Context: an optimization exercise on an open-source flow, tuned for small area and a short achievable clock period. The choices shown serve that exercise and are no tape-out recipe. The RTL was checked by simulation tests, not by an equivalence proof against the original design. No driver is modelled on the clock port, so clocking that relies on it looks cheaper here than on a real chip. No activity file was given, so power comes from the tool's default toggle rates.

File: design/flow/design.v
`default_nettype none
package cache_pkg;
	typedef logic [64-1:0] cache_line_t;
endpackage
`default_nettype wire
`timescale 1ns/1ps
`default_nettype none
module g_inv (input logic a, output logic y); assign y = ~a; endmodule
module g_nand2 (input logic a, b, output logic y); assign y = ~(a & b); endmodule
module g_nand3 (input logic a, b, c, output logic y); assign y = ~(a & b & c); endmodule
module g_nand4 (input logic a, b, c, d, output logic y); assign y = ~(a & b & c & d); endmodule
module g_nor2 (input logic a, b, output logic y); assign y = ~(a | b); endmodule
module g_nor3 (input logic a, b, c, output logic y); assign y = ~(a | b | c); endmodule
module g_xor2 (input logic a, b, output logic y); assign y = a ^ b; endmodule
module g_o22ai (input logic a1, a2, b1, b2, output logic y); assign y = ~((a1 | a2) & (b1 | b2)); endmodule
module sel_tree
#(
	parameter int N      = 32,
	parameter int LEVELS = 5      
)
(
	input  logic [2*N-1:0] sel_n,
	input  logic [2*N-1:0] d,
	output logic [1:0]     zero_seen
);
	logic [N-1:0] lvl [LEVELS];
	generate
		for (genvar i = 0; i < N; i++)
		begin : g_pair
			g_o22ai u (.a1(sel_n[2*i]), .a2(d[2*i]), .b1(sel_n[2*i+1]), .b2(d[2*i+1]), .y(lvl[0][i]));
		end
		for (genvar l = 1; l < LEVELS; l++)
		begin : g_lvl
			for (genvar i = 0; i < (N >> l); i++)
			begin : g_node
				if (l % 2 == 1)
				begin : g_nor
					g_nor2 u (.a(lvl[l-1][2*i]), .b(lvl[l-1][2*i+1]), .y(lvl[l][i]));
				end
				else
				begin : g_nand
					g_nand2 u (.a(lvl[l-1][2*i]), .b(lvl[l-1][2*i+1]), .y(lvl[l][i]));
				end
			end
			for (genvar i = (N >> l); i < N; i++)
			begin : g_unused
				assign lvl[l][i] = 1'b0;
			end
		end
	endgenerate
	assign zero_seen = lvl[LEVELS-1][1:0];
endmodule
module cache_way
(
	input  logic                                     clk,
	input  logic [32-1:0]                 address,
	input  logic [8*8-1:0]     byte_sel_n,
	input  logic                                     valid,
	input  logic                                     valid_r,
	input  logic [8-1:0]                   write_enable,
	input  cache_pkg::cache_line_t                   write_data,
	output logic                                     match_n,
	output logic                                     match_rn,
	output logic                                     halt_match,
	output logic [8-1:0][1:0]            byte_zero
);
	localparam int KEY_W = 22 + 4;
	localparam int NBYTE = 64 / 8;
	logic [3-1:0]  index;
	logic [KEY_W-1:0]           addr_key;
	logic [KEY_W-1:0]           key_q  [8];
	cache_pkg::cache_line_t     line_q [8];
	logic [8-1:0]     set_sel_n;
	logic [KEY_W-1:0]           eq;
	logic [3-1:0]  index_n;
	assign index    = address[3 +: 3];
	assign addr_key = address[6 +: KEY_W];
	generate
		for (genvar s = 0; s < 8; s++)
		begin : g_set
			always_ff @(posedge clk)
			begin
				if (write_enable[s])
				begin
					key_q[s]  <= addr_key;
					line_q[s] <= write_data;
				end
			end
		end
	endgenerate
	generate
		for (genvar i = 0; i < 3; i++)
		begin : g_index_n
			g_inv u (.a(index[i]), .y(index_n[i]));
		end
		for (genvar s = 0; s < 8; s++)
		begin : g_dec
			g_nand3 u
			(
				.a (s[0] ? index[0] : index_n[0]),
				.b (s[1] ? index[1] : index_n[1]),
				.c (s[2] ? index[2] : index_n[2]),
				.y (set_sel_n[s])
			);
		end
	endgenerate
	generate
		for (genvar b = 0; b < KEY_W; b++)
		begin : g_key
			logic [8-1:0] kb;
			logic [1:0]             zero_seen;
			logic                   key_n;
			for (genvar s = 0; s < 8; s++)
			begin : g_kb
				assign kb[s] = key_q[s][b];
			end
			sel_tree #(.N(8 / 2), .LEVELS(2)) u_sel (.sel_n(set_sel_n), .d(kb), .zero_seen(zero_seen));
			g_nand2 u_key (.a(zero_seen[0]), .b(zero_seen[1]), .y(key_n));
			g_xor2  u_eq  (.a(key_n), .b(addr_key[b]), .y(eq[b]));
		end
	endgenerate
	generate
		logic [8:0] l1;
		logic [2:0] l2;
		for (genvar i = 0; i < 8; i++)
		begin : g_l1
			g_nand3 u (.a(eq[3*i]), .b(eq[3*i+1]), .c(eq[3*i+2]), .y(l1[i]));
		end
		g_nand2 u_l1_last (.a(eq[24]), .b(eq[25]), .y(l1[8]));
		for (genvar i = 0; i < 3; i++)
		begin : g_l2
			g_nor3 u (.a(l1[3*i]), .b(l1[3*i+1]), .c(l1[3*i+2]), .y(l2[i]));
		end
		g_nand4 u_match   (.a(l2[0]), .b(l2[1]), .c(l2[2]), .d(valid),   .y(match_n));
		g_nand4 u_match_r (.a(l2[0]), .b(l2[1]), .c(l2[2]), .d(valid_r), .y(match_rn));
	endgenerate
	assign halt_match = valid && (&eq[4-1:0]);
	generate
		for (genvar b = 0; b < 8; b++)
		begin : g_byte
			logic [8*NBYTE-1:0] db;
			for (genvar s = 0; s < 8; s++)
			begin : g_s
				for (genvar o = 0; o < NBYTE; o++)
				begin : g_o
					assign db[s*NBYTE+o] = line_q[s][o*8+b];
				end
			end
			sel_tree #(.N(8 * NBYTE / 2), .LEVELS(5)) u_sel (.sel_n(byte_sel_n), .d(db), .zero_seen(byte_zero[b]));
		end
	endgenerate
endmodule
`default_nettype wire
`timescale 1ns/1ps
`default_nettype none
module lru_replace
(
	input  logic                      clk,
	input  logic                      reset,
	input  logic [8-1:0]    set_sel,
	input  logic                      access,
	input  logic                      hit,
	input  logic [8-1:0]    match,
	output logic [8-1:0]    valid,
	output logic [8-1:0]    touched
);
	localparam int PAIRS = 8 * (8 - 1) / 2;
	localparam int STATE = PAIRS + 1;
	logic [STATE-1:0]        state_q [8];
	logic [STATE-1:0]        state;
	logic [STATE-1:0]        state_next;
	logic [STATE-1:0]        state_d;
	logic [PAIRS-1:0]        order;
	logic                    full;
	logic [8-1:0]  victim;
	always_comb
	begin
		state = '0;
		for (int s = 0; s < 8; s++)
		begin
			state = state | ({STATE{set_sel[s]}} & state_q[s]);
		end
	end
	assign order = state[PAIRS-1:0];
	assign full  = state[PAIRS];
	always_comb
	begin
		for (int w = 0; w < 8 - 1; w++)
		begin
			valid[w] = full | order[((w) * 8 - (w) * ((w) + 1) / 2 + (8 - 1) - (w) - 1)];
		end
		valid[8-1] = full;
	end
	always_comb
	begin
		for (int w = 0; w < 8; w++)
		begin
			victim[w] = 1'b1;
			for (int j = 0; j < 8; j++)
			begin
				if (j > w) victim[w] = victim[w] & !order[((w) * 8 - (w) * ((w) + 1) / 2 + (j) - (w) - 1)];
				if (j < w) victim[w] = victim[w] &  order[((j) * 8 - (j) * ((j) + 1) / 2 + (w) - (j) - 1)];
			end
		end
	end
	assign touched = hit ? match : victim;
	always_comb
	begin
		for (int i = 0; i < 8; i++)
		begin
			for (int j = i + 1; j < 8; j++)
			begin
				state_next[((i) * 8 - (i) * ((i) + 1) / 2 + (j) - (i) - 1)] = touched[i] | (order[((i) * 8 - (i) * ((i) + 1) / 2 + (j) - (i) - 1)] & !touched[j]);
			end
		end
		state_next[PAIRS] = full | touched[8-1];
	end
	assign state_d = reset ? '0 : state_next;
	generate
		for (genvar s = 0; s < 8; s++)
		begin : g_set
			always_ff @(posedge clk)
			begin
				if (reset || (access && set_sel[s]))
				begin
					state_q[s] <= state_d;
				end
			end
		end
	endgenerate
endmodule
`default_nettype wire
`timescale 1ns/1ps
`default_nettype none
module hit_select
(
	input  logic [8-1:0]                     match_n,
	input  logic [8-1:0]                     match_rn,
	input  logic [8-1:0]                     halt_match,
	input  logic [8-1:0][8-1:0][1:0] byte_zero,
	input  logic                                       read_signal,
	input  logic                                       write_signal,
	output logic                                       hit,
	output logic                                       read_hit,
	output logic                                       write_hit,
	output logic                                       halt_hit,
	output logic [8-1:0]                   read_data
);
	assign hit       = !(&match_n);
	assign halt_hit  = |halt_match;
	assign read_hit  = hit && read_signal;
	assign write_hit = hit && write_signal;
	generate
		for (genvar b = 0; b < 8; b++)
		begin : g_bit
			logic [8-1:0] way_bit;
			logic [3:0]             pair_n;
			for (genvar w = 0; w < 8; w++)
			begin : g_way
				g_nor3 u (.a(match_rn[w]), .b(byte_zero[w][b][0]), .c(byte_zero[w][b][1]), .y(way_bit[w]));
			end
			for (genvar i = 0; i < 4; i++)
			begin : g_pair
				g_nor2 u (.a(way_bit[2*i]), .b(way_bit[2*i+1]), .y(pair_n[i]));
			end
			g_nand4 u_or (.a(pair_n[0]), .b(pair_n[1]), .c(pair_n[2]), .d(pair_n[3]), .y(read_data[b]));
		end
	endgenerate
endmodule
`default_nettype wire
`timescale 1ns/1ps
`default_nettype none
module cache_top
(
	input  logic                     clk,
	input  logic                     reset,
	input  logic [32-1:0] address,
	input  logic                     read_signal,
	input  logic                     write_signal,
	input  logic [64-1:0]  write_data,
	output logic                     hit,
	output logic                     read_hit,
	output logic                     write_hit,
	output logic                     halt_hit,
	output logic [8-1:0] read_data
);
	localparam int NBYTE = 64 / 8;
	logic [8-1:0]  way_match;
	logic [8-1:0]  way_match_n;
	logic [8-1:0]  way_valid_r;
	logic [8-1:0]  way_halt_match;
	logic [8-1:0]  way_valid;
	logic [8-1:0]  way_touched;
	logic [8-1:0]  way_match_rn;
	logic [8-1:0][8-1:0][1:0] way_byte_zero;
	logic [3-1:0]  index;
	logic [3-1:0] offset;
	logic [8-1:0]     set_sel;
	logic [NBYTE-1:0]           offset_sel;
	logic [8*NBYTE-1:0] byte_sel;
	logic                    access;
	logic                    store;
	assign index  = address[3 +: 3];
	assign offset = address[3-1:0];
	assign access = read_signal || write_signal;
	assign store = write_signal || (read_signal && !hit);
	assign way_match   = ~way_match_n;
	assign way_valid_r = way_valid & {8{read_signal}};
	always_comb
	begin
		for (int s = 0; s < 8; s++)
		begin
			set_sel[s] = (index == s);
		end
		for (int o = 0; o < NBYTE; o++)
		begin
			offset_sel[o] = (offset == o);
		end
		for (int s = 0; s < 8; s++)
		begin
			for (int o = 0; o < NBYTE; o++)
			begin
				byte_sel[s*NBYTE+o] = set_sel[s] && offset_sel[o];
			end
		end
	end
	generate
		for (genvar w = 0; w < 8; w++)
		begin : g_way
			cache_way way_inst
			(
				.clk          (clk),
				.address      (address),
				.byte_sel_n   (~byte_sel),
				.valid        (way_valid[w]),
				.valid_r      (way_valid_r[w]),
				.write_enable ({8{store && way_touched[w]}} & set_sel),
				.write_data   (write_data),
				.match_n      (way_match_n[w]),
				.match_rn     (way_match_rn[w]),
				.halt_match   (way_halt_match[w]),
				.byte_zero    (way_byte_zero[w])
			);
		end
	endgenerate
	hit_select hit_select_inst
	(
		.match_n      (way_match_n),
		.match_rn     (way_match_rn),
		.halt_match   (way_halt_match),
		.byte_zero    (way_byte_zero),
		.read_signal  (read_signal),
		.write_signal (write_signal),
		.hit          (hit),
		.read_hit     (read_hit),
		.write_hit    (write_hit),
		.halt_hit     (halt_hit),
		.read_data    (read_data)
	);
	lru_replace lru_replace_inst
	(
		.clk        (clk),
		.reset      (reset),
		.set_sel    (set_sel),
		.access     (access),
		.hit        (hit),
		.match      (way_match),
		.valid      (way_valid),
		.touched    (way_touched)
	);
endmodule
`default_nettype wire
File: design/flow/flow/run.sh
#!/bin/bash
# Own layout flow: the standard ORFS flow (standard.sh, with the standard
# synthesis unchanged) with extra ORFS settings for the layout steps:
#  - MATCH_CELL_FOOTPRINT=0 lets the resizer swap a cell for any cell of the
#    same function, not only cells of the same footprint.
#  - BUFFER_PORTS_ARGS places the port buffers as plain buffers; by default
#    they are delay cells (clkdlybuf4s50_1), which the footprint rule then
#    keeps slow on the paths from the inputs and to the outputs.
# Each tool's output goes to its log under orfs/logs; make's own output goes
# to flow_make.log in this folder.
set -euo pipefail
cd "$(dirname "$0")/.."
bash standard.sh MATCH_CELL_FOOTPRINT=0 \
	"BUFFER_PORTS_ARGS=-buffer_cell sky130_fd_sc_hd__buf_6" \
	finish > flow_make.log 2>&1
File: design/flow/standard.sh
#!/bin/bash
# synth_recipe.tcl (not shown) runs the flow's synth.tcl, then flattens the netlist and writes it again
# the make line also repeats each setting of config.mk as NAME=value (left out here)
make -C /OpenROAD-flow-scripts/flow DESIGN_CONFIG=/design/flow/config.mk WORK_HOME=/design/flow/orfs CLKGATE_MAP_FILE= SYNTH_SCRIPT=/design/flow/synth_recipe.tcl "${@:-finish}"
File: design/flow/config.mk
export PLATFORM = sky130hd
export DESIGN_NAME = cache_top
export DESIGN_NICKNAME = cache_top
export VERILOG_FILES = /design/flow/design.v
export SDC_FILE = /design/flow/constraint.sdc
export NUM_CORES = 4
export LEC_CHECK = 0
export CAP_MARGIN = 20
export CORE_MARGIN = 2
export CORE_UTILIZATION = 60
export CTS_BUF_LIST = sky130_fd_sc_hd__clkbuf_16
export CTS_CLUSTER_DIAMETER = 70
export CTS_CLUSTER_SIZE = 24
export SETUP_SLACK_MARGIN = 5
export SLEW_MARGIN = 20
export SYNTH_HIERARCHICAL = 1
export TNS_END_PERCENT = 10
File: design/flow/constraint.sdc
create_clock -name core_clock -period 13.0 [get_ports {clk}]
set_input_delay 2.6000 -clock core_clock [delete_from_list [all_inputs] [get_ports {clk}]]
set_output_delay 2.6000 -clock core_clock [all_outputs]
set_load 0.01 [all_outputs]
==> summary.md, run 1 <==
| Metric | Value |
|---|---|
| Reg2reg setup slack | `just over 7 ns` |
| TritonCTS clock tree | `built` |
| Yosys warns | `18` |
| Max_cap viols | `0` |
| GRT Total Usage | `0.378` |
| Pwr Density | `140 mW/mm²` |
| Sequential area share after synthesis | `0.838` |
| # port buffers | `111` |
| Syn Inst Count | `about 12,000` |
| Met1 usage | `0.561` |
| CTS root buf | `clkbuf_16` |
| Total chip power | `33.8 mW` |
| Count leader, synth | `edfxtp_1` |
| Final setup violation count | `0` |
| Hold_buf cts | `0` |
| Hold Crit Class | `reg2reg` |
| CP required | `10.40 ns` |
| Number of vias per cell | `approximately 7` |
| GRT busiest layer | `met2` |
| Initial Util | `0.603` |
| Dpl cells | `17,500` |
| Router iterations before antenna repair | `8` |
| Fin crit share | `0.656` |
| Mux cell area share after synthesis | `0` |
| Largest family of logic cells by synthesized area | `compound AO/OA/AOI/OAI gates` |
| Min-delay src | `lru_replace_inst.state_q[1][13]` |
| Core ar. | `0.356 mm²` |
| Status | `no timing/DRC/antenna violations` |
| Worst-skew pair later-pin latency | `0.98 ns` |
| Synth Area in Adders | `0` |
| Critical Path AT | `roughly 5.9 ns` |
| CTS max path bufs | `4` |
| Critical-path maximum fanout | `20` |
| Hold_ws | `1.11 ns` |
| Layout cells sized above 1 | `0.115` |
| Final Hold Viols | `0` |
| Vias | `132,000` |
| M3 GR Usage | `0.0917` |
| Synthesis-to-layout area growth | `12.4%` |
| Post-Synth Simple-Gate Area | `0.0583` |
| Top-area cell type share of the netlist area | `0.838` |
| CP Launch Point | `address[4]` |
| Routed WL | `700,000 µm` |
| Syn Nets | `between 10,000 and 15,000` |
| Netlist Area Pre-Place | `0.215 mm²` |
| Fraction of registers with async set or reset after synthesis | `0` |
| Final WS setup | `4.47 ns` |
| Gr ovfl total | `0` |
| Final ANT Viol Nets | `0` |
| Distinct cells, synth | `49` |
| RSZ-0062 raised after global routing | `yes` |
| I/O Pins | `112` |
| Die X | `approximately 600 µm` |
| CP startpoint kind | `input port` |
| First-pass GRT wire length | `953,000 µm` |
| Pre-CTS setup slack | `2.90 ns` |
| Total CTS buffers | `303` |
| Leakage | `~77 nW` |
| Cell accounting for the most synthesized area | `edfxtp_1` |
| Row count | `219` |
| Crit. End Element | `output pin` |
| Met2 Use GR | `0.562` |
| Setup Crit Path Kind | `in2out` |
| Critical R2R Launch | `g_way[2].way_inst.key_q[7][10]` |
| Number of enable flip-flop cells after synthesis | `5,992` |
| Layout Nets | `about 14,000` |
| Remaining DRCs | `0` |
| Gp weighted congestion | `0.846` |
| Die ar. | `0.363 mm²` |
| Slew @ Worst Pin | `1.23 ns` |
| Setup_tns | `0 ns` |
| Peak supply drop | `between 0.2 and 0.25 mV` |
| Synthesized area per cell | `17.2 µm²` |
| Final Max Slew Viols | `0` |
| Slew HR | `0.182` |
| Clock Sinks | `5,992` |
| Top achievable clock speed | `117 MHz` |
| Die H | `602 µm` |
| Tmin final | `approximately 8.5 ns` |
| Final Instance Count excl. Fillers | `18,300` |
| FF+latch count, synth | `5,992` |
| Commonest cells post-synth | `edfxtp_1 (5,992), o22ai_1 (2,901), nor2_1 (1,738), nand2_1 (963), xor2_1 (208)` |
| Number of global-route vias before repair | `124,000` |
| Post-Synth XOR/XNOR Area | `0.00848` |
| Clock skew | `0.0331 ns` |
| CTS H-tree depth | `5` |
| Largest net degree at the start of global routing | `91` |
| DRT iter0 DRCs | `roughly 26,000` |
| Post-synthesis compound-gate area fraction | `0.0925` |
| Clk slew on worst S/H paths | `0.09 ns` |
| Final HPWL DP | `approximately 340,000 µm` |
| Drt wl/cell | `38.2 µm` |
| Area contributors post-synth | `edfxtp_1 (84%), o22ai_1 (8.5%), nor2_1 (3.0%), nand2_1 (1.7%), xor2_1 (0.85%)` |
| Initial antenna violation count | `55` |
| Ys flop type | `edfxtp_1` |
-- per-layer routing --
metal  part of all wire  vias up
met5            0.00010        -
met4              0.036       10
met3               0.16     1262
met2               0.44    10800
met1               0.36    67300
li1                   -    52600
-- stage by stage --
stage               utilization  instance area, µm²
floorplan                     -              216000
global placement          0.633              225000
detailed placement        0.633              225000
CTS                       0.673              239000
global route              0.678              241000
finish                    0.678              241000
-- registers in the layout, indices dropped and copies added, names as in the netlist --
name and flops:
g_way.way_inst.key_q 1664, g_way.way_inst.line_q 4096, lru_replace_inst.state_q 232
-- timing repair --
action	in CTS	in global routing
gates cloned	124	28
pin swaps	120	78
resized for setup	497	112
endpoints found under the setup margin	3199	11
setup buffers	134	89
-- placed cells by master (no fill, tap or decap), types with 10 or more instances in the layout --
cell type      n
edfxtp_1    5992
o22ai_1     2875
nor2_1      1719
nand2_1      873
clkbuf_16    333
buf_4        326
xor2_1       203
buf_6        156
nand3_4      126
a22oi_1      117
buf_12        86
nand2_8       69
nand3_1       69
nor3_2        67
a211oi_4      56
nand4_1       47
inv_1         44
nand2_4       38
clkinvlp_4    31
buf_8         29
nand3_2       27
o22ai_2       25
nand2_2       23
nor3_4        22
nor2_2        18
inv_6         16
inv_8         16
and2_1        12
clkinv_1      12
diode_2       10
-- where the power goes --
group	switching (mW)	total (mW)	internal [mW]
combinational	1.41	1.78	0.368
clock	5.96	10.6	4.66
sequential	0.0312	21.4	21.4
total	7.40	33.8	26.4
-- cells by family after synthesis --
group           Yosys count
simple gates           3036
buf+inv                 122
flops                  5992
compound gates         3105
xor+xnor                208
-- cell type report --
type / instances / area, µm²
Sequential cell: 5992 / 180000
Fill cell: 23400 / 115000
Multi-Input combinational cell: 6474 / 39100
Clock buffer: 321 / 8030
Timing Repair Buffer: 616 / 6830
Tap cell: 4751 / 5940
Clock inverter: 87 / 820
Inverter: 61 / 505
Timing Repair inverter: 7 / 83.8
Antenna cell: 10 / 25.0
-- critical path, cell delays in order --
cell and delay [ns]:
buf_16 0.18, or3b_4 0.48, clkinv_16 0.15, nand2_8 0.21
buf_4 0.30, o22ai_1 0.15, nor2_1 0.06, nand2_1 0.17
nor2_1 0.10, nand2_1 0.27, nor3_2 0.09, nor2_1 0.10
nand4_1 0.56, buf_6 0.35
-- modules after synthesis (local to each module, per instance), a selection --
module       times used  cell area (µm²)
cache_way             8            21600
lru_replace           1             8940
g_nor2             1728             3.75
g_xor2              208             8.76
g_nand2             856             3.75
hit_select            1             61.3
g_nand4              24             6.26
cache_top             1             1400
g_o22ai            2880             6.26
g_nor3               88             10.0
g_inv                24             3.75
g_nand3             128             5.00
-- path summary, 6_finish.rpt --
check	endpoint	depth (start not counted)
max reg2reg	g_way[7].way_inst.line_q[6][38]	17
min	lru_replace_inst.state_q[5][13]	4
min reg2reg	lru_replace_inst.state_q[5][13]	4
max	read_data[1]	14
==> run 2, diff against run 1 <==
--- a/design/flow/design.v
+++ b/design/flow/design.v
@@ -297,7 +297,7 @@
 	logic [3-1:0] offset;
 	logic [8-1:0]     set_sel;
 	logic [NBYTE-1:0]           offset_sel;
-	logic [8*NBYTE-1:0] byte_sel;
+	logic [8*NBYTE-1:0] byte_sel_n;
 	logic                    access;
 	logic                    store;
 	assign index  = address[3 +: 3];
@@ -312,18 +312,47 @@
 		begin
 			set_sel[s] = (index == s);
 		end
-		for (int o = 0; o < NBYTE; o++)
-		begin
-			offset_sel[o] = (offset == o);
+	end
+	logic [3-1:0]  index_n;
+	logic [3-1:0] offset_n;
+	logic [8-1:0]     set_hot;
+	generate
+		for (genvar i = 0; i < 3; i++)
+		begin : g_index_n
+			g_inv u (.a(index[i]), .y(index_n[i]));
 		end
-		for (int s = 0; s < 8; s++)
-		begin
-			for (int o = 0; o < NBYTE; o++)
-			begin
-				byte_sel[s*NBYTE+o] = set_sel[s] && offset_sel[o];
+		for (genvar i = 0; i < 3; i++)
+		begin : g_offset_n
+			g_inv u (.a(offset[i]), .y(offset_n[i]));
+		end
+		for (genvar s = 0; s < 8; s++)
+		begin : g_set_hot
+			g_nor3 u
+			(
+				.a (s[0] ? index_n[0] : index[0]),
+				.b (s[1] ? index_n[1] : index[1]),
+				.c (s[2] ? index_n[2] : index[2]),
+				.y (set_hot[s])
+			);
+		end
+		for (genvar o = 0; o < NBYTE; o++)
+		begin : g_offset_hot
+			g_nor3 u
+			(
+				.a (o[0] ? offset_n[0] : offset[0]),
+				.b (o[1] ? offset_n[1] : offset[1]),
+				.c (o[2] ? offset_n[2] : offset[2]),
+				.y (offset_sel[o])
+			);
+		end
+		for (genvar s = 0; s < 8; s++)
+		begin : g_byte_s
+			for (genvar o = 0; o < NBYTE; o++)
+			begin : g_byte_o
+				g_nand2 u (.a(set_hot[s]), .b(offset_sel[o]), .y(byte_sel_n[s*NBYTE+o]));
 			end
 		end
-	end
+	endgenerate
 	generate
 		for (genvar w = 0; w < 8; w++)
 		begin : g_way
@@ -331,7 +360,7 @@
 			(
 				.clk          (clk),
 				.address      (address),
-				.byte_sel_n   (~byte_sel),
+				.byte_sel_n   (byte_sel_n),
 				.valid        (way_valid[w]),
 				.valid_r      (way_valid_r[w]),
 				.write_enable ({8{store && way_touched[w]}} & set_sel),
==> run 2 against run 1 <==
  * Synthesized area grew 0.11%
  * Fmax shrank 1.0%
  * Sequential power is essentially flat
  * Critical path type unchanged
==> summary.md, run 2 <==
| Metric | Value |
|---|---|
| Top sig layer | `met5` |
| Final Max Slew Viols | `0` |
| CP startpoint kind | `input port` |
| Router iterations before antenna repair | `8` |
| Worst path cell trace | `buf_16, clkinvlp_4, buf_4, nand3_4, buf_12, o22ai_1, nor2_2, nand2_1, xor2_1, nand3_1, nor3_4, nand4_1, buf_12, nor3_4, nor2_1, nand4_1, buf_6` |
| NetSw | `~7.5 mW` |
| Most frequent cells in the layout | `edfxtp_1 (5,992), o22ai_1 (2,878), nor2_1 (1,707), nand2_1 (832), buf_4 (466)` |
| First-pass GRT wire length | `1,020,000 µm` |
| Peak supply drop | `0.124 mV` |
| Clock Sinks | `5,992` |
| Routed WL | `753,000 µm` |
| Pwr Density | `between 100 and 150 mW/mm²` |
| Distinct cells, synth | `50` |
| Crit path buffers/inverters | `6` |
| Hold_ws | `1.12 ns` |
| Netlist Area Pre-Place | `approximately 0.21 mm²` |
| Worst-skew pair later-pin latency | `1.01 ns` |
| Setup Crit Path Kind | `in2out` |
| Clock skew | `around 0.053 ns` |
| Leakage | `approximately 80 nW` |
| Number of vias per cell | `7.33` |
| Layout cells sized above 1 | `0.133` |
| Critical Path AT | `6.01 ns` |
| Number of global-route vias before repair | `about 130k` |
| Count leader, synth | `edfxtp_1` |
| Drt wl/cell | `40.6 µm` |
| Cell accounting for the most synthesized area | `edfxtp_1` |
| Final setup violation count | `0` |
| DP Area | `~0.23 mm²` |
| Yosys warns | `18` |
| Synthesis-to-layout area growth | `13.8%` |
| Initial antenna violation count | `69` |
| Largest net degree at the start of global routing | `91` |
| Remaining DRCs | `0` |
| Layout Nets | `13,800` |
| Pre-CTS setup slack | `2.60 ns` |
| CTS root buf | `clkbuf_16` |
| Final WS setup | `about 4.4 ns` |
| Status | `no timing/DRC/antenna violations` |
| Fin crit share | `0.663` |
| Gp weighted congestion | `0.927` |
| Initial Util | `0.604` |
| Design area | `0.245 mm²` |
| CTS H-tree depth | `5` |
| Area contributors post-synth | `edfxtp_1 (84%), o22ai_1 (8.4%), nor2_1 (3.0%), nand2_1 (1.7%), xor2_1 (0.85%)` |
| Row count | `219` |
| Final Hold Viols | `0` |
| FF+latch count, synth | `5,992` |
| Dpl cells | `17,700` |
| Core ar. | `0.356 mm²` |
| Tmin final | `8.61 ns` |
| Met1 wire length | `262,000 µm` |
| Hold_buf cts | `0` |
| Max reg flops | `4,096` |
| Pint | `26.4 mW` |
| Gr ovfl total | `0` |
| Commonest cells post-synth | `edfxtp_1 (5,992), o22ai_1 (2,901), nor2_1 (1,744), nand2_1 (979), xor2_1 (208)` |
| Comb power frac | `0.057` |
| Biggest register | `g_way.way_inst.line_q` |
| TritonCTS clock tree | `built` |
| Die ar. | `between 0.3 and 0.4 mm²` |
| DRT iter0 DRCs | `28,200` |
| Top flop regs | `g_way.way_inst.line_q (4096), g_way.way_inst.key_q (1664), lru_replace_inst.state_q (232)` |
| Post-layout util | `0.687` |
| Slew HR | `0.183` |
| Final HPWL DP | `378,000 µm` |
| Sequential area share after synthesis | `0.837` |
| Hold Crit Class | `reg2reg` |
| Met3 WL | `around 120,000 µm` |
| Slew @ Worst Pin | `1.22 ns` |
| Syn Inst Count | `about 12,000` |
| Total chip power | `about 34 mW` |
| # port buffers | `111` |
| CP required | `about 10 ns` |
| Die X | `between 600 and 700 µm` |
| I/O Pins | `112` |
| Max_cap viols | `0` |
| Clk slew on worst S/H paths | `0.09 ns` |
| Synthesized area per cell | `17.2 µm²` |
| RSZ-0062 raised after global routing | `yes` |
| Crit-path max cell delay | `around 0.57 ns` |
| CP max-delay cell | `nand4_1` |
| Clock group share of total power | `0.311` |
| Switching share of power | `0.221` |
| Number of enable flip-flop cells after synthesis | `5,992` |
| Syn Nets | `between 10,000 and 15,000` |
| Fraction of registers with async set or reset after synthesis | `0` |
| Total CTS buffers | `about 300` |
| Top achievable clock speed | `116 MHz` |
| Final Instance Count excl. Fillers | `between 15,000 and 20,000` |
| CP delay by family, top | `simple AND/OR/NAND/NOR gates` |
| Crit. End Element | `output pin` |
| Met2 wire length | `328,000 µm` |
| Vias | `between 100k and 150k` |
| Setup_tns | `0 ns` |
| Critical-path maximum fanout | `8` |
| CTS max path bufs | `4` |
| Final ANT Viol Nets | `0` |
| Sequential cell fraction of total power | `0.631` |
| Commonest non-fill, non-tap cell in the layout | `edfxtp_1` |
| Die H | `~600 µm` |
| Ys flop type | `edfxtp_1` |
| GRT Total Usage | `0.409` |
| Top-area cell type share of the netlist area | `0.837` |
run 2: cell types whose count changed in the layout (fill, tap and decap cells not counted), moves of 24 or more:
cell / before / now
a211oi_4: 56 / 25
a2111oi_4: 0 / 32
nand2_2: 23 / 71
clkbuf_16: 333 / 381
buf_6: 156 / 180
nand2_1: 873 / 832
buf_4: 326 / 466
buf_16: 6 / 45
nand3_4: 126 / 71
run 2: modules after synthesis, one instance, submodules excluded, excerpt:
module | cell area (µm²) | cells | flip-flops and latches
g_nand3 | 5.00 | 1 | 0
g_nor2 | 3.75 | 1 | 0
cache_way | 21600 | 723 | 720
hit_select | 61.3 | 8 | 0
g_nor3 | 10.0 | 1 | 0
g_nand4 | 6.26 | 1 | 0
run 2: worst paths after layout:
path                                                 startpoint                               to  slack (ns)  depth (start not counted)
worst max-delay path                                 address[5]                     read_data[6]        4.39                         17
worst min register to register  lru_replace_inst.state_q[3][13]  lru_replace_inst.state_q[5][13]        1.12                          4
worst max register to register   g_way[7].way_inst.key_q[6][22]  g_way[0].way_inst.line_q[0][25]        7.33                         18
worst min-delay path            lru_replace_inst.state_q[3][13]  lru_replace_inst.state_q[5][13]        1.12                          4
run 2: cell type report:
class                           count  area [µm²]
Antenna cell                       18        45.0
Clock buffer                      320        8010
Clock inverter                     63         669
Fill cell                       23200      111000
Inverter                           62         333
Multi-Input combinational cell   6461       39000
Sequential cell                  5992      180000
Tap cell                         4751        5940
Timing Repair Buffer              882       10800
run 2: worst min-delay path: stages, from the launching register on:
cell and delay [ns]:
edfxtp_1 0.33, a22oi_1 0.07, and4_1 0.20, nor2_1 0.10, o2bb2ai_1 0.26
run 2: per-layer routing:
layer  GRT usage  vias to the layer above
li1            -                    53000
met1       0.585                    68700
met2       0.600                    12200
met3       0.113                     1994
met4       0.176                       16
met5     0.00132                        -
run 2: what timing repair did:
| item | 4_1_cts | 5_1_grt |
|---|---|---|
| gates cloned | 138 | 6 |
| gates resized for setup | 870 | 28 |
| pin swaps | 155 | 30 |
| setup buffers | 272 | 35 |
| setup endpoints to repair | 5694 | 11 |
run 2: power by group through the flow:
stage	sequential [mW]	clock [mW]	combinational, mW
2_1_floorplan	21.8	0	0.567
3_3_place_gp	21.8	0	1.58
3_5_place_dp	21.8	0	1.59
4_1_cts	21.4	10.5	1.84
5_1_grt	21.4	11.1	1.97
6_report	21.4	10.6	1.94
run 2: logic make-up (layout without fill, tap and decap cells):
logic type / after synthesis / after routing / share of synthesized area
xor gates and xnor gates: 208 / 208 / 0.00847
buffers and inverters: 123 / 1327 / 0.00278
AOI/OAI and AO/OA: 3105 / 3105 / 0.0929
DFF: 5992 / 5992 / 0.837
and+or+nand+nor: 3063 / 3148 / 0.0590
other: 0 / 18 / 0
==> run 3, diff against run 2 <==
--- a/design/flow/design.v
+++ b/design/flow/design.v
@@ -60,6 +60,7 @@
 	input  logic [8-1:0]                   write_enable,
 	input  cache_pkg::cache_line_t                   write_data,
 	output logic                                     match_n,
+	output logic                                     match_hn,
 	output logic                                     match_rn,
 	output logic                                     halt_match,
 	output logic [8-1:0][1:0]            byte_zero
@@ -132,6 +133,7 @@
 			g_nor3 u (.a(l1[3*i]), .b(l1[3*i+1]), .c(l1[3*i+2]), .y(l2[i]));
 		end
 		g_nand4 u_match   (.a(l2[0]), .b(l2[1]), .c(l2[2]), .d(valid),   .y(match_n));
+		g_nand4 u_match_h (.a(l2[0]), .b(l2[1]), .c(l2[2]), .d(valid),   .y(match_hn));
 		g_nand4 u_match_r (.a(l2[0]), .b(l2[1]), .c(l2[2]), .d(valid_r), .y(match_rn));
 	endgenerate
 	assign halt_match = valid && (&eq[4-1:0]);
@@ -234,7 +236,7 @@
 `default_nettype none
 module hit_select
 (
-	input  logic [8-1:0]                     match_n,
+	input  logic [8-1:0]                     match_hn,
 	input  logic [8-1:0]                     match_rn,
 	input  logic [8-1:0]                     halt_match,
 	input  logic [8-1:0][8-1:0][1:0] byte_zero,
@@ -246,7 +248,7 @@
 	output logic                                       halt_hit,
 	output logic [8-1:0]                   read_data
 );
-	assign hit       = !(&match_n);
+	assign hit       = !(&match_hn);
 	assign halt_hit  = |halt_match;
 	assign read_hit  = hit && read_signal;
 	assign write_hit = hit && write_signal;
@@ -292,6 +294,8 @@
 	logic [8-1:0]  way_valid;
 	logic [8-1:0]  way_touched;
 	logic [8-1:0]  way_match_rn;
+	logic [8-1:0]  way_match_hn;
+	logic                    hit_int;
 	logic [8-1:0][8-1:0][1:0] way_byte_zero;
 	logic [3-1:0]  index;
 	logic [3-1:0] offset;
@@ -303,7 +307,8 @@
 	assign index  = address[3 +: 3];
 	assign offset = address[3-1:0];
 	assign access = read_signal || write_signal;
-	assign store = write_signal || (read_signal && !hit);
+	assign hit_int = !(&way_match_n);
+	assign store   = write_signal || (read_signal && !hit_int);
 	assign way_match   = ~way_match_n;
 	assign way_valid_r = way_valid & {8{read_signal}};
 	always_comb
@@ -366,6 +371,7 @@
 				.write_enable ({8{store && way_touched[w]}} & set_sel),
 				.write_data   (write_data),
 				.match_n      (way_match_n[w]),
+				.match_hn     (way_match_hn[w]),
 				.match_rn     (way_match_rn[w]),
 				.halt_match   (way_halt_match[w]),
 				.byte_zero    (way_byte_zero[w])
@@ -374,7 +380,7 @@
 	endgenerate
 	hit_select hit_select_inst
 	(
-		.match_n      (way_match_n),
+		.match_hn     (way_match_hn),
 		.match_rn     (way_match_rn),
 		.halt_match   (way_halt_match),
 		.byte_zero    (way_byte_zero),
@@ -392,7 +398,7 @@
 		.reset      (reset),
 		.set_sel    (set_sel),
 		.access     (access),
-		.hit        (hit),
+		.hit        (hit_int),
 		.match      (way_match),
 		.valid      (way_valid),
 		.touched    (way_touched)
--- a/design/flow/flow/run.sh
+++ b/design/flow/flow/run.sh
@@ -3,6 +3,8 @@
 # synthesis unchanged) with extra ORFS settings for the layout steps:
 #  - MATCH_CELL_FOOTPRINT=0 lets the resizer swap a cell for any cell of the
 #    same function, not only cells of the same footprint.
+#  - POST_CTS_TCL (post_cts.tcl here) upsizes the gates that drive the
+#    output buffers and runs one more timing repair after CTS.
 #  - BUFFER_PORTS_ARGS places the port buffers as plain buffers; by default
 #    they are delay cells (clkdlybuf4s50_1), which the footprint rule then
 #    keeps slow on the paths from the inputs and to the outputs.
@@ -12,4 +14,5 @@
 cd "$(dirname "$0")/.."
 bash standard.sh MATCH_CELL_FOOTPRINT=0 \
 	"BUFFER_PORTS_ARGS=-buffer_cell sky130_fd_sc_hd__buf_6" \
+	"POST_CTS_TCL=$PWD/flow/post_cts.tcl" \
 	finish > flow_make.log 2>&1
==> design/flow/flow/post_cts.tcl (new file) <==
# Sourced by ORFS at the end of its CTS step (POST_CTS_TCL), before the
# database is written. Two timing fixes on top of ORFS's own repair:
#  1. The gates that drive the output ports' buffers sit near the middle of
#     the design and drive a long wire to the buffer at the die's edge; the
#     resizer leaves them at the smallest drive. Upsize each to drive 4 (the
#     same cell function, a larger size), when that size exists.
#  2. One more pass of repair_timing, then legalize the placement again.
set rsz_changed 0
foreach port [get_ports -filter "direction==output"] {
  set net [get_nets [get_full_name $port]]
  set buf [get_cells -of_objects [get_pins -of_objects $net -filter "direction==output"]]
  set in [get_pins -of_objects $buf -filter "direction==input"]
  set drv [get_cells -of_objects [get_pins -of_objects [get_nets -of_objects $in] -filter "direction==output"]]
  set ref [get_property $drv ref_name]
  if {[regexp {^(.*)_([0-9]+)$} $ref -> base size] && $size < 4} {
    set new "${base}_4"
    if {[llength [get_lib_cells -quiet */$new]] > 0} {
      puts "post_cts: [get_full_name $drv] $ref -> $new"
      replace_cell $drv $new
      incr rsz_changed
    }
  }
}
puts "post_cts: upsized $rsz_changed output drivers"
estimate_parasitics -placement
puts "post_cts: worst slack before the extra repair [worst_slack -max]"
repair_timing -setup -setup_margin $::env(SETUP_SLACK_MARGIN) -repair_tns 0 -max_passes 200 -verbose
detailed_placement
check_placement -verbose
estimate_parasitics -placement
puts "post_cts: worst slack after [worst_slack -max]"
==> run 3 against run 2 <==
  * Global-route usage shrank 1.9 points
  * Core utilization fell by 0.49 points
  * Critical path depth shrank 1
  * Cell count decreased by 0.58%
  * Synthesized cell count grew 0.26%
  * Final area decreased by 0.79%
  * Die area decreased by 0.12%
  * Routed wire length is 4.6% lower
  * Critical path type unchanged
  * Sequential share of layout area increased by 0.59 points
  * Register-to-register slack worse by 0.24 ns
  * Non-clock buffer count fell by 167
  * Sequential power about the same
==> summary.md, run 3 <==
| Metric | Value |
|---|---|
| Status | `no timing/DRC/antenna violations` |
| Synthesized area per cell | `17.1 µm²` |
| Reg2Reg Depth | `14` |
| Top achievable clock speed | `approximately 120 MHz` |
| Most common cell on crit path | `nor2_1` |
| Worst path cell trace | `buf_16, clkinvlp_4, nor3_4, clkbuf_16, buf_4, nand2_8, buf_16, o22ai_1, nor2_1, nand2_1, nor2_1, nand2_1, nor3_2, nor2_1, nand4_4, buf_6` |
| Clock skew | `0.0493 ns` |
| Routed WL | `718,000 µm` |
| Top sig layer | `met5` |
| Final Max Slew Viols | `0` |
| Most frequent cells in the layout | `edfxtp_1 (5,992), o22ai_1 (2,885), nor2_1 (1,690), nand2_1 (893), clkbuf_16 (384)` |
| Syn Nets | `12,600` |
| Fin crit share | `0.637` |
| Top flop regs | `g_way.way_inst.line_q (4096), g_way.way_inst.key_q (1664), lru_replace_inst.state_q (232)` |
| Max reg flops | `roughly 4,000` |
| Commonest non-fill, non-tap cell in the layout | `edfxtp_1` |
| RSZ-0062 raised after global routing | `yes` |
| Peak supply drop | `0.156 mV` |
| Gp weighted congestion | `0.889` |
| Crit path buffers/inverters | `6` |
| CP max-delay cell | `nand2_1` |
| Pint | `26.2 mW` |
| Critical Path AT | `between 5 and 6 ns` |
| Final HPWL DP | `352,000 µm` |
| Layout cells sized above 1 | `0.121` |
| Layout Nets | `13,700` |
| DRT iter0 DRCs | `between 20,000 and 30,000` |
| Number of enable flip-flop cells after synthesis | `5,992` |
| # port buffers | `111` |
| Yosys warns | `18` |
| Hold Crit Class | `reg2reg` |
| Min-delay src | `lru_replace_inst.state_q[1][13]` |
| Critical-path maximum fanout | `20` |
| TritonCTS clock tree | `built` |
| Synthesis-to-layout area growth | `13.1%` |
| I/O Pins | `112` |
| CP Launch Point | `address[4]` |
| Met2 wire length | `315,000 µm` |
| NetSw | `~7.3 mW` |
| Die X | `602 µm` |
| Post-layout util | `0.682` |
| Top-area cell type share of the netlist area | `0.838` |
| Number of vias per cell | `between 7 and 8` |
| Min-Delay Path Depth | `4` |
| Pwr Density | `138 mW/mm²` |
| Die ar. | `0.363 mm²` |
| Sequential area share after synthesis | `0.838` |
| Final setup violation count | `0` |
| Die H | `602 µm` |
| Clock Sinks | `5,992` |
| Setup Crit Path Kind | `in2out` |
| Hold_ws | `1.09 ns` |
| Router iterations before antenna repair | `8` |
| Remaining DRCs | `0` |
| Initial Util | `0.603` |
| Slew HR | `0.160` |
| Clock group share of total power | `0.309` |
| Met3 WL | `113,000 µm` |
| Core ar. | `0.356 mm²` |
| First-pass GRT wire length | `between 900,000 and 1,000,000 µm` |
| CP startpoint kind | `input port` |
| Sequential cell fraction of total power | `0.637` |
| Ys flop type | `edfxtp_1` |
| GRT Total Usage | `0.390` |
| Final Hold Viols | `0` |
| Fraction of registers with async set or reset after synthesis | `0` |
| Biggest register | `g_way.way_inst.line_q` |
| Syn Inst Count | `12,500` |
| Final ANT Viol Nets | `0` |
| Design area | `approximately 0.24 mm²` |
| Gr ovfl total | `0` |
| Max_cap viols | `0` |
| Initial antenna violation count | `45` |
| Cell accounting for the most synthesized area | `edfxtp_1` |
| CP required | `between 10 and 15 ns` |
| Distinct cells, synth | `47` |
| Count leader, synth | `edfxtp_1` |
| Crit. End Element | `output pin` |
| Worst-skew pair later-pin latency | `0.99 ns` |
| Comb power frac | `0.053` |
| Switching share of power | `0.219` |
| Netlist Area Pre-Place | `0.215 mm²` |
| CP delay by family, top | `simple AND/OR/NAND/NOR gates` |
| Clk slew on worst S/H paths | `~0.090 ns` |
| Slew @ Worst Pin | `1.26 ns` |
| Vias | `between 100k and 150k` |
| FF+latch count, synth | `roughly 6,000` |
| DP Area | `0.226 mm²` |
| Critical R2R Launch | `lru_replace_inst.state_q[1][28]` |
| Met1 wire length | `261,000 µm` |
| Crit-path max cell delay | `0.31 ns` |
| Row count | `219` |
| Tmin final | `8.28 ns` |
| Drt wl/cell | `38.9 µm` |
| Worst path depth | `16` |
| Commonest cells post-synth | `edfxtp_1 (5,992), o22ai_1 (2,901), nor2_1 (1,781), nand2_1 (1,028), xor2_1 (208)` |
| Setup_tns | `0 ns` |
| Number of global-route vias before repair | `124,000` |
| Leakage | `77.6 nW` |
| Area contributors post-synth | `edfxtp_1 (84%), o22ai_1 (8.5%), nor2_1 (3.1%), nand2_1 (1.8%), xor2_1 (0.85%)` |
| Largest net degree at the start of global routing | `between 90 and 100` |
[run 3: power by group through the flow]
stage               registers [mW]  clock network [mW]  logic, mW
global placement              21.8                   0       1.47
detailed placement            21.8                   0       1.49
global route                  21.4                11.0       1.83
floorplan                     21.8                   0      0.532
finish                        21.4                10.4       1.79
[run 3: metrics by stage]
step	setup slack, ns	cells	power, mW
6_report	4.72	18400	33.6
3_5_place_dp	3.05	17700	23.3
2_1_floorplan	4.34	12500	22.4
3_3_place_gp	2.72	17700	23.3
5_1_grt	4.74	18400	34.3
[run 3: modules after synthesis (local to each module, per instance), a selection]
| module | flip-flops and latches | area, µm² | copies in the design |
|---|---|---|---|
| cache_top | 0 | 907 | 1 |
| g_nor2 | 0 | 3.75 | 1728 |
| g_nand3 | 0 | 5.00 | 128 |
| g_inv | 0 | 3.75 | 30 |
| g_nand4 | 0 | 6.26 | 32 |
| cache_way | 720 | 21600 | 8 |
| g_xor2 | 0 | 8.76 | 208 |
| g_nor3 | 0 | 10.0 | 104 |
| g_nand2 | 0 | 3.75 | 920 |
| g_o22ai | 0 | 6.26 | 2880 |
| hit_select | 0 | 61.3 | 1 |
[run 3: logic make-up after synthesis]
kind of cell	Yosys count	synth area share
compound gates	3042	0.0897
xor+xnor	208	0.00848
buf+inv	108	0.00259
flops	5992	0.838
simple gates	3174	0.0613
[run 3: path summary, 6_finish.rpt]
check        slack, ns                         endpoint
min reg2reg       1.09  lru_replace_inst.state_q[5][13]
min               1.09  lru_replace_inst.state_q[5][13]
max reg2reg       7.09  g_way[3].way_inst.line_q[5][32]
max               4.72                     read_data[6]
[run 3: area by class of cell]
class | instances | area [µm²]
clock buffers | 319 | 7980
multi-input cells | 6519 | 38500
diodes | 18 | 45.0
well taps | 4751 | 5940
fillers | 23200 | 113000
flip-flops and latches | 5992 | 180000
repair buffers | 715 | 9600
clock inverters | 75 | 541
inverters | 53 | 278
[run 3: worst reg2reg max path, stage by stage (launching register included)]
cell and delay, ns:
edfxtp_1 0.40, a22oi_1 0.18, and4_2 0.30, buf_4 0.21, clkinvlp_4 0.28, buf_4 0.23
nand4_1 0.40, nand4_1 0.20, or2_2 0.52, o41a_1 0.66, inv_1 0.41, nand2_1 0.16
nor2_4 0.10, buf_4 0.59, buf_4 0.75
[run 3: per-layer routing]
layer,GRT usage,vias up
met3,0.111,1478
met2,0.572,10700
met4,0.127,16
met1,0.573,67500
met5,0,-
li1,-,52800
==> run 4, diff against run 3 <==
--- a/design/flow/config.mk
+++ b/design/flow/config.mk
@@ -7,7 +7,7 @@
 export LEC_CHECK = 0
 export CAP_MARGIN = 20
 export CORE_MARGIN = 2
-export CORE_UTILIZATION = 60
+export CORE_UTILIZATION = 70
 export CTS_BUF_LIST = sky130_fd_sc_hd__clkbuf_16
 export CTS_CLUSTER_DIAMETER = 70
 export CTS_CLUSTER_SIZE = 24
==> run 4 against run 3 <==
  * Via count is 0.35% lower
  * Power is 1.9% lower
  * Cell count is 5.0% lower
  * Clock skew is 0.00094 ns lower
  * Register-to-register slack worse by 0.31 ns
  * Final area is 2.0% lower
  * Non-clock buffer count is 179 lower
  * Combinational power is 6% lower
  * Still clean on timing, DRC and antenna
  * Critical path depth is 1 higher
==> summary.md, run 4 <==
| Metric | Value |
|---|---|
| Post-Synth Simple-Gate Area | `0.0613` |
| Sequential cell fraction of total power | `0.650` |
| Slew HR | `0.191` |
| Core ar. | `0.306 mm²` |
| Top flop regs | `g_way.way_inst.line_q (4096), g_way.way_inst.key_q (1664), lru_replace_inst.state_q (232)` |
| Synthesis-to-layout area growth | `10.8%` |
| Initial antenna violation count | `33` |
| Largest family of logic cells by synthesized area | `compound AO/OA/AOI/OAI gates` |
| Layout Nets | `around 13,000` |
| Slew @ Worst Pin | `1.21 ns` |
| Critical Path AT | `5.80 ns` |
| Initial Util | `0.703` |
| Largest net degree at the start of global routing | `91` |
| Yosys warns | `18` |
| First-pass GRT wire length | `913,000 µm` |
| Worst-skew pair later-pin latency | `0.96 ns` |
| Crit-path max cell delay | `0.40 ns` |
| Fraction of registers with async set or reset after synthesis | `0` |
| Number of global-route vias before repair | `126,000` |
| Number of vias per cell | `between 7 and 8` |
| Clk slew on worst S/H paths | `0.09 ns` |
| Syn Nets | `roughly 13,000` |
| Post-synthesis compound-gate area fraction | `0.0897` |
| Gr ovfl total | `0` |
| Final Hold Viols | `0` |
| Max_cap viols | `0` |
| Distinct cells, synth | `47` |
| Clock Sinks | `5,992` |
| Top achievable clock speed | `119 MHz` |
| Die X | `about 560 µm` |
| Count leader, synth | `edfxtp_1` |
| # port buffers | `111` |
| Clock skew | `0.0484 ns` |
| Tmin final | `approximately 8.4 ns` |
| Biggest register | `g_way.way_inst.line_q` |
| Die H | `558 µm` |
| Final HPWL DP | `about 320,000 µm` |
| Post-layout util | `0.779` |
| Final Instance Count excl. Fillers | `approximately 18,000` |
| Worst path cell trace | `buf_16, clkinvlp_4, buf_8, nand3_4, o22ai_1, nor2_1, nand2_1, xor2_1, nand3_1, nor3_4, nand4_1, buf_12, buf_12, nor3_4, nor2_2, nand4_4, buf_6` |
| Remaining DRCs | `0` |
| Sequential area share after synthesis | `0.838` |
| Most frequent cells in the layout | `edfxtp_1 (5,992), o22ai_1 (2,890), nor2_1 (1,728), nand2_1 (940), clkbuf_16 (327)` |
| I/O Pins | `112` |
| Netlist Area Pre-Place | `0.215 mm²` |
| Final setup violation count | `0` |
| Top-area cell type share of the netlist area | `0.838` |
| Router iterations before antenna repair | `8` |
| Vias | `132,000` |
| FF+latch count, synth | `approximately 6,000` |
| CP required | `10.40 ns` |
| Final ANT Viol Nets | `0` |
| CP max-delay cell | `nor3_4` |
| Setup Crit Path Kind | `in2out` |
| Routed WL | `659,000 µm` |
| Synth Area in Adders | `0` |
| Mux cell area share after synthesis | `0` |
| Fin crit share | `0.646` |
| Leakage | `75.6 nW` |
| # fillers | `16,600` |
| Status | `no timing/DRC/antenna violations` |
| Final WS setup | `4.60 ns` |
| Setup_tns | `0 ns` |
| Layout cells sized above 1 | `0.0986` |
| Post-Synth XOR/XNOR Area | `0.00848` |
| Area contributors post-synth | `edfxtp_1 (84%), o22ai_1 (8.5%), nor2_1 (3.1%), nand2_1 (1.8%), xor2_1 (0.85%)` |
| Clock group share of total power | `0.299` |
| Max reg flops | `4,096` |
| Pre-CTS setup slack | `roughly 3 ns` |
| Hold Crit Class | `reg2reg` |
| GRT Total Usage | `0.422` |
| Final Max Slew Viols | `0` |
| Commonest non-fill, non-tap cell in the layout | `edfxtp_1` |
| Cell accounting for the most synthesized area | `edfxtp_1` |
| Pint | `roughly 26 mW` |
| NetSw | `7.00 mW` |
| Dpl cells | `17,000` |
| RSZ-0062 raised after global routing | `yes` |
| Syn Inst Count | `12,500` |
| CP startpoint kind | `input port` |
| Synthesized area per cell | `17.1 µm²` |
| TritonCTS clock tree | `built` |
| Row count | `203` |
| DRT iter0 DRCs | `25,600` |
| Drt wl/cell | `37.6 µm` |
| Pwr Density | `138 mW/mm²` |
| Comb power frac | `0.051` |
| Peak supply drop | `0.161 mV` |
| Number of enable flip-flop cells after synthesis | `approximately 6,000` |
| Gp weighted congestion | `0.901` |
| Critical-path maximum fanout | `7` |
| Commonest cells post-synth | `edfxtp_1 (5,992), o22ai_1 (2,901), nor2_1 (1,781), nand2_1 (1,028), xor2_1 (208)` |
| Crit. End Element | `output pin` |
| Ys flop type | `edfxtp_1` |
| Switching share of power | `0.213` |
| Die ar. | `0.311 mm²` |
[run 4: worst max-delay path, delay by kind of cell]
family / cells / cell delay [ns]
simple gates: 9 / 1.67
buf+inv: 6 / 1.16
xor+xnor: 1 / 0.21
compound gates: 1 / 0.12
[run 4: final timing paths]
| kind | from | end | slack [ns] | depth (start not counted) |
|---|---|---|---|---|
| worst max-delay path | address[4] | read_data[6] | 4.60 | 17 |
| worst min-delay path | lru_replace_inst.state_q[1][13] | lru_replace_inst.state_q[0][13] | 1.13 | 4 |
| worst max register to register | g_way[2].way_inst.key_q[0][1] | g_way[0].way_inst.line_q[7][46] | 6.78 | 15 |
| worst min register to register | lru_replace_inst.state_q[1][13] | lru_replace_inst.state_q[0][13] | 1.13 | 4 |
[run 4: per-layer routing]
| metal | GRT usage | part of all wire |
|---|---|---|
| met5 | 0 | 0.00012 |
| met4 | 0.167 | 0.049 |
| met3 | 0.135 | 0.18 |
| met2 | 0.615 | 0.44 |
| met1 | 0.604 | 0.33 |
[run 4: kinds of logic (layout without fill, tap and decap cells)]
kind of cell	Yosys count	in the layout
AO/OA/AOI/OAI	3042	3042
XOR/XNOR	208	208
buffers and inverters	108	922
flip-flops	5992	5992
other	0	14
AND/OR/NAND/NOR	3174	3237
[run 4: Yosys stat by module (local to each module, per instance), excerpt]
| module | flip-flops and latches | times used |
|---|---|---|
| g_nand2 | 0 | 920 |
| hit_select | 0 | 1 |
| cache_way | 720 | 8 |
| g_xor2 | 0 | 208 |
| g_nand4 | 0 | 32 |
| g_nor3 | 0 | 104 |
| g_nor2 | 0 | 1728 |
| lru_replace | 232 | 1 |
| g_nand3 | 0 | 128 |
| g_o22ai | 0 | 2880 |
| g_inv | 0 | 30 |
| cache_top | 0 | 1 |
[run 4: cell type report]
class                           count  area [µm²]  area share
Tap cell                         4100        5130      0.0216
Antenna cell                       14        35.0    0.000147
Clock buffer                      301        7530      0.0316
Clock inverter                     32         254     0.00107
Sequential cell                  5992      180000       0.756
Inverter                           53         278     0.00117
Multi-Input combinational cell   6487       37800       0.159
Timing Repair Buffer              536        7010      0.0295
[run 4: power groups by stage]
| stage | sequential, mW | clock (mW) | combinational, mW |
|---|---|---|---|
| 5_1_grt | 21.4 | 10.4 | 1.72 |
| 6_report | 21.4 | 9.84 | 1.69 |
| 3_5_place_dp | 21.8 | 0 | 1.42 |
| 2_1_floorplan | 21.8 | 0 | 0.532 |
| 3_3_place_gp | 21.8 | 0 | 1.39 |
[run 4: metrics by stage]
stage               instance area, µm²  power [mW]  hold WS [ns]
floorplan                       215000        22.4         0.907
global placement                224000        23.2          1.03
detailed placement              224000        23.3          1.06
global route                    238000        33.6          1.18
finish                          238000        32.9          1.13
==> run 5, diff against run 4 <==
--- a/design/flow/design.v
+++ b/design/flow/design.v
@@ -136,7 +136,13 @@
 		g_nand4 u_match_h (.a(l2[0]), .b(l2[1]), .c(l2[2]), .d(valid),   .y(match_hn));
 		g_nand4 u_match_r (.a(l2[0]), .b(l2[1]), .c(l2[2]), .d(valid_r), .y(match_rn));
 	endgenerate
-	assign halt_match = valid && (&eq[4-1:0]);
+	generate
+		logic halt_eq_n;
+		logic valid_n;
+		g_nand4 u_halt_eq (.a(eq[0]), .b(eq[1]), .c(eq[2]), .d(eq[3]), .y(halt_eq_n));
+		g_inv   u_valid_n (.a(valid), .y(valid_n));
+		g_nor2  u_halt    (.a(halt_eq_n), .b(valid_n), .y(halt_match));
+	endgenerate
 	generate
 		for (genvar b = 0; b < 8; b++)
 		begin : g_byte
@@ -248,10 +254,26 @@
 	output logic                                       halt_hit,
 	output logic [8-1:0]                   read_data
 );
-	assign hit       = !(&match_hn);
-	assign halt_hit  = |halt_match;
-	assign read_hit  = hit && read_signal;
-	assign write_hit = hit && write_signal;
+	logic [1:0] hit_half;
+	logic       hit_n;
+	logic       read_n;
+	logic       write_n;
+	logic [3:0] halt_pair_n;
+	g_nand4 u_hit_lo   (.a(match_hn[0]), .b(match_hn[1]), .c(match_hn[2]), .d(match_hn[3]), .y(hit_half[0]));
+	g_nand4 u_hit_hi   (.a(match_hn[4]), .b(match_hn[5]), .c(match_hn[6]), .d(match_hn[7]), .y(hit_half[1]));
+	g_nor2  u_hit_n    (.a(hit_half[0]), .b(hit_half[1]), .y(hit_n));
+	g_inv   u_hit      (.a(hit_n), .y(hit));
+	g_inv   u_read_n   (.a(read_signal), .y(read_n));
+	g_inv   u_write_n  (.a(write_signal), .y(write_n));
+	g_nor2  u_read_hit (.a(hit_n), .b(read_n), .y(read_hit));
+	g_nor2  u_write_hit(.a(hit_n), .b(write_n), .y(write_hit));
+	generate
+		for (genvar i = 0; i < 4; i++)
+		begin : g_halt_pair
+			g_nor2 u (.a(halt_match[2*i]), .b(halt_match[2*i+1]), .y(halt_pair_n[i]));
+		end
+	endgenerate
+	g_nand4 u_halt_hit (.a(halt_pair_n[0]), .b(halt_pair_n[1]), .c(halt_pair_n[2]), .d(halt_pair_n[3]), .y(halt_hit));
 	generate
 		for (genvar b = 0; b < 8; b++)
 		begin : g_bit
--- a/design/flow/flow/post_cts.tcl
+++ b/design/flow/flow/post_cts.tcl
@@ -1,10 +1,21 @@
 # Sourced by ORFS at the end of its CTS step (POST_CTS_TCL), before the
-# database is written. Two timing fixes on top of ORFS's own repair:
+# database is written. Timing fixes on top of ORFS's own repair:
 #  1. The gates that drive the output ports' buffers sit near the middle of
 #     the design and drive a long wire to the buffer at the die's edge; the
 #     resizer leaves them at the smallest drive. Upsize each to drive 4 (the
 #     same cell function, a larger size), when that size exists.
-#  2. One more pass of repair_timing, then legalize the placement again.
+#  2. On the worst path to each of the 40 worst endpoints, upsize by one step
+#     every logic gate whose stage delay is over 0.2 ns.
+#  3. One more pass of repair_timing after each, then legalize the placement.
+
+proc post_cts_next_size {ref} {
+  if {![regexp {^(.*)_([0-9]+)$} $ref -> base size]} { return "" }
+  foreach s {2 4 8 12 16} {
+    if {$s > $size && [llength [get_lib_cells -quiet */${base}_$s]] > 0} { return "${base}_$s" }
+  }
+  return ""
+}
+
 set rsz_changed 0
 foreach port [get_ports -filter "direction==output"] {
   set net [get_nets [get_full_name $port]]
@@ -25,6 +36,35 @@
 estimate_parasitics -placement
 puts "post_cts: worst slack before the extra repair [worst_slack -max]"
 repair_timing -setup -setup_margin $::env(SETUP_SLACK_MARGIN) -repair_tns 0 -max_passes 200 -verbose
+puts "post_cts: worst slack after the extra repair [worst_slack -max]"
+
+set done [dict create]
+foreach p [find_timing_paths -path_delay max -group_path_count 40 -endpoint_path_count 1] {
+  set prev_arr ""
+  foreach pt [get_property $p points] {
+    set pin [get_property $pt pin]
+    set arr [get_property $pt arrival]
+    if {[get_property $pin direction] eq "output" && ![get_property $pin is_port]} {
+      set inst [get_cells -of_objects $pin]
+      set name [get_full_name $inst]
+      set ref [get_property $inst ref_name]
+      if {$prev_arr ne "" && $arr - $prev_arr > 0.2 && ![dict exists $done $name]
+          && ![string match *df* $ref] && ![string match *clkbuf* $ref]} {
+        set new [post_cts_next_size $ref]
+        if {$new ne ""} {
+          puts "post_cts: $name $ref -> $new"
+          replace_cell $inst $new
+          dict set done $name 1
+        }
+      }
+    }
+    set prev_arr $arr
+  }
+}
+estimate_parasitics -placement
+puts "post_cts: upsized [dict size $done] slow gates, worst slack [worst_slack -max]"
+repair_timing -setup -setup_margin $::env(SETUP_SLACK_MARGIN) -repair_tns 0 -max_passes 200 -verbose
+
 detailed_placement
 check_placement -verbose
 estimate_parasitics -placement
--- a/design/flow/config.mk
+++ b/design/flow/config.mk
@@ -7,7 +7,7 @@
 export LEC_CHECK = 0
 export CAP_MARGIN = 20
 export CORE_MARGIN = 2
-export CORE_UTILIZATION = 70
+export CORE_UTILIZATION = 60
 export CTS_BUF_LIST = sky130_fd_sc_hd__clkbuf_16
 export CTS_CLUSTER_DIAMETER = 70
 export CTS_CLUSTER_SIZE = 24
==> run 5 against run 4 <==
  * Clock power is 9% higher
  * Flip-flop and latch count stayed put
  * Synthesized cell count hardly changed
  * Core utilization is 10 points lower
  * Clock skew is 0.013 ns higher
  * Cell count is 4.7% higher
  * Via count is 0.38% higher
  * Power is 2.9% higher
  * Die area is 17% higher
  * Critical path depth is 2 lower
  * Critical path type unchanged
==> summary.md, run 5 <==
| Metric | Value |
|---|---|
| Status | `no timing/DRC/antenna violations` |
| Layout Nets | `about 14,000` |
| Sequential area share after synthesis | `0.838` |
| Critical Path AT | `5.85 ns` |
| Hold Crit Class | `reg2reg` |
| Remaining DRCs | `0` |
| Gp weighted congestion | `about 0.87` |
| Ys flop type | `edfxtp_1` |
| Final ANT Viol Nets | `0` |
| Layout cells sized above 1 | `0.112` |
| Pwr Density | `141 mW/mm²` |
| Yosys warns | `18` |
| Final Max Slew Viols | `0` |
| CP startpoint kind | `input port` |
| Setup Crit Path Kind | `in2out` |
| NetSw | `7.45 mW` |
| Clock Sinks | `5,992` |
| Final setup violation count | `0` |
| Final HPWL DP | `approximately 360,000 µm` |
| Cell accounting for the most synthesized area | `edfxtp_1` |
| Reg2Reg Depth | `13` |
| Number of vias per cell | `7.23` |
| Clock group share of total power | `0.315` |
| Initial antenna violation count | `51` |
| Die X | `602 µm` |
| Max reg flops | `4,096` |
| Min-Delay Path Depth | `4` |
| Top achievable clock speed | `118 MHz` |
| RSZ-0062 raised after global routing | `yes` |
| I/O Pins | `112` |
| Commonest cells post-synth | `edfxtp_1 (5,992), o22ai_1 (2,901), nor2_1 (1,788), nand2_1 (1,018), xor2_1 (208)` |
| TritonCTS clock tree | `built` |
| Clk slew on worst S/H paths | `0.09 ns` |
| Gr ovfl total | `0` |
| Comb power frac | `0.053` |
| Fraction of registers with async set or reset after synthesis | `0` |
| Fin crit share | `0.650` |
| Sequential cell fraction of total power | `0.632` |
| Count leader, synth | `edfxtp_1` |
| Distinct cells, synth | `between 40 and 50` |
| Syn Inst Count | `12,500` |
| CP required | `approximately 10 ns` |
| Min-delay src | `lru_replace_inst.state_q[7][1]` |
| Routed WL | `730,000 µm` |
| Largest net degree at the start of global routing | `91` |
| Die H | `~600 µm` |
| Dpl cells | `17,700` |
| Max_cap viols | `0` |
| Top-area cell type share of the netlist area | `0.838` |
| Number of enable flip-flop cells after synthesis | `between 5,000 and 6,000` |
| Worst-skew pair later-pin latency | `roughly 1.0 ns` |
| Synthesis-to-layout area growth | `12.2%` |
| R2r endpoint | `g_way[7].way_inst.line_q[2][35]` |
| Crit. End Element | `output pin` |
| DRT iter0 DRCs | `26,500` |
| Synthesized area per cell | `17.1 µm²` |
| Initial Util | `0.603` |
| Biggest register | `g_way.way_inst.line_q` |
| Final Instance Count excl. Fillers | `18,300` |
| Core ar. | `0.356 mm²` |
| Top flop regs | `g_way.way_inst.line_q (4096), g_way.way_inst.key_q (1664), lru_replace_inst.state_q (232)` |
| # port buffers | `111` |
| Drt wl/cell | `39.8 µm` |
| Row count | `219` |
| End of the worst hold path | `lru_replace_inst.state_q[0][1]` |
| Vias | `133,000` |
| FF+latch count, synth | `5,992` |
| Clock skew | `0.0611 ns` |
| Tmin final | `about 8.5 ns` |
| Commonest non-fill, non-tap cell in the layout | `edfxtp_1` |
| Slew @ Worst Pin | `1.18 ns` |
| Most frequent cells in the layout | `edfxtp_1 (5,992), o22ai_1 (2,873), nor2_1 (1,718), nand2_1 (909), clkbuf_16 (346)` |
| Pint | `about 26 mW` |
| GRT Total Usage | `0.391` |
| First-pass GRT wire length | `979,000 µm` |
| Critical-path maximum fanout | `33` |
| Critical R2R Launch | `lru_replace_inst.state_q[1][24]` |
| Setup_tns | `0 ns` |
| Router iterations before antenna repair | `9` |
| Die ar. | `approximately 0.36 mm²` |
| Final Hold Viols | `0` |
| Area contributors post-synth | `edfxtp_1 (84%), o22ai_1 (8.5%), nor2_1 (3.1%), nand2_1 (1.8%), xor2_1 (0.85%)` |
| Hold_ws | `around 1.1 ns` |
| Number of global-route vias before repair | `124,000` |
| Reg2reg setup slack | `7.35 ns` |
| Peak supply drop | `0.150 mV` |
| Leakage | `76.9 nW` |
| Switching share of power | `0.220` |
| Slew HR | `0.210` |
| Syn Nets | `12,600` |
| Netlist Area Pre-Place | `approximately 0.21 mm²` |
## run 5: cell types whose count changed after synthesis
cell,before,now
nand2_1,1028,1018
nor2_1,1781,1788
a21boi_1,1,0
and4_4,4,2
a21boi_2,1,0
nor4_1,3,1
nand4_1,49,60
nand3_1,137,129
inv_1,52,63
## run 5: worst max path at each step
stage	slack [ns]	start	depth (start not counted)	endpoint
floorplan	4.34	address[5]	20	g_way[4].way_inst.key_q[0][0]
global placement	3.07	address[4]	14	read_data[4]
detailed placement	3.03	address[4]	14	read_data[4]
global route	4.61	address[4]	16	read_data[4]
finish	4.55	address[2]	15	read_data[6]
## run 5: per-stage QoR
stage	area (µm²)	power [mW]	util	setup slack (ns)
3_3_place_gp	226000	23.4	0.634	3.07
6_report	241000	33.9	0.677	4.55
2_1_floorplan	215000	22.4	-	4.34
3_5_place_dp	226000	23.4	0.635	3.03
5_1_grt	241000	34.5	0.677	4.61
## run 5: final cells by class
class / instances / area [µm²]
multi-input combinational: 6496 / 38100
inverter: 64 / 298
fill: 23600 / 115000
timing repair buffer: 623 / 7790
tap: 4751 / 5940
clock inverter: 77 / 815
clock buffer: 321 / 8030
antenna: 15 / 37.5
sequential: 5992 / 180000
## run 5: cell families (layout without fill, tap and decap cells)
logic type,after synthesis,count (layout),share of synthesized area
AND/OR/NAND/NOR,3170,3248,0.0613
other,0,15,0
flip-flops,5992,5992,0.838
XOR/XNOR,208,208,0.00848
AO/OA/AOI/OAI,3040,3040,0.0896
buffers and inverters,119,1085,0.00279
## run 5: worst max-delay path: stages
cell and delay, ns:
buf_6 0.21, inv_2 0.15, nor3_4 0.25, buf_12 0.33, nand2_8 0.30, buf_12 0.34
o22ai_1 0.23, nor2_1 0.06, nand2_1 0.16, nor2_1 0.10, nand2_1 0.26, nor3_4 0.06
nor2_1 0.23, nand4_4 0.27, buf_6 0.21
## run 5: modules after synthesis (local to each module, per instance), a selection
module	area, µm²	cells	flip-flops and latches	times used
g_nor3	10.0	1	0	104
g_nor2	3.75	1	0	1743
g_nand4	6.26	1	0	43
g_nand3	5.00	1	0	128
lru_replace	8940	521	232	1
g_nand2	3.75	1	0	920
g_xor2	8.76	1	0	208
g_o22ai	6.26	1	0	2880
cache_way	21600	720	720	8
cache_top	907	181	0	1
g_inv	3.75	1	0	41
## run 5: layer usage
layer	GRT usage	vias to the layer above	routed length, µm
li1	-	52500	-
met1	0.576	67400	263000
met2	0.574	11200	321000
met3	0.101	1482	116000
met4	0.136	8	29900
met5	0	-	176
## run 5: power by group through the flow
stage | Sequential [mW] | Combinational (mW) | Clock [mW]
floorplan | 21.8 | 0.532 | 0
finish | 21.4 | 1.81 | 10.7
detailed placement | 21.8 | 1.53 | 0
global route | 21.4 | 1.84 | 11.3
global placement | 21.8 | 1.51 | 0

==> re-timing with driven ports <==
The results above use ideal ports. As a check the final layouts listed here were re-extracted and re-timed, cells and wires unchanged. Step 1: set_driving_cell puts a clkbuf_16 on clk and a buf_2 on each other input, an assumption about the parent block. Step 2 adds t to the input delays and takes it off the output delays; t is the mean of the earliest and latest rising clock arrival at the registers after step 1. Input paths then give back, and output paths get back, about the clock's delay inside the block. Slacks: ideal ports / drivers / drivers and shift; pairs: ideal ports / drivers.
run | t (ns) | setup WS [ns] | worst data-port slew with drivers (ns)
run 1 | 1.094 | 4.473 / 3.984 / 3.540 | 0.61
run 2 | 1.093 | 4.386 / 4.053 / 3.939 | 0.39
run 3 | 1.086 | 4.721 / 4.307 / 3.701 | 0.48
run 4 | 1.062 | 4.604 / 4.251 / 3.398 | 0.41
run 5 | 1.111 | 4.548 / 4.040 / 3.736 | 0.65
After both steps setup and hold are still met in every run listed. For run 4, which loses most, drivers alone change the setup slack by -0.353 ns; drivers and shift together by -1.206 ns.
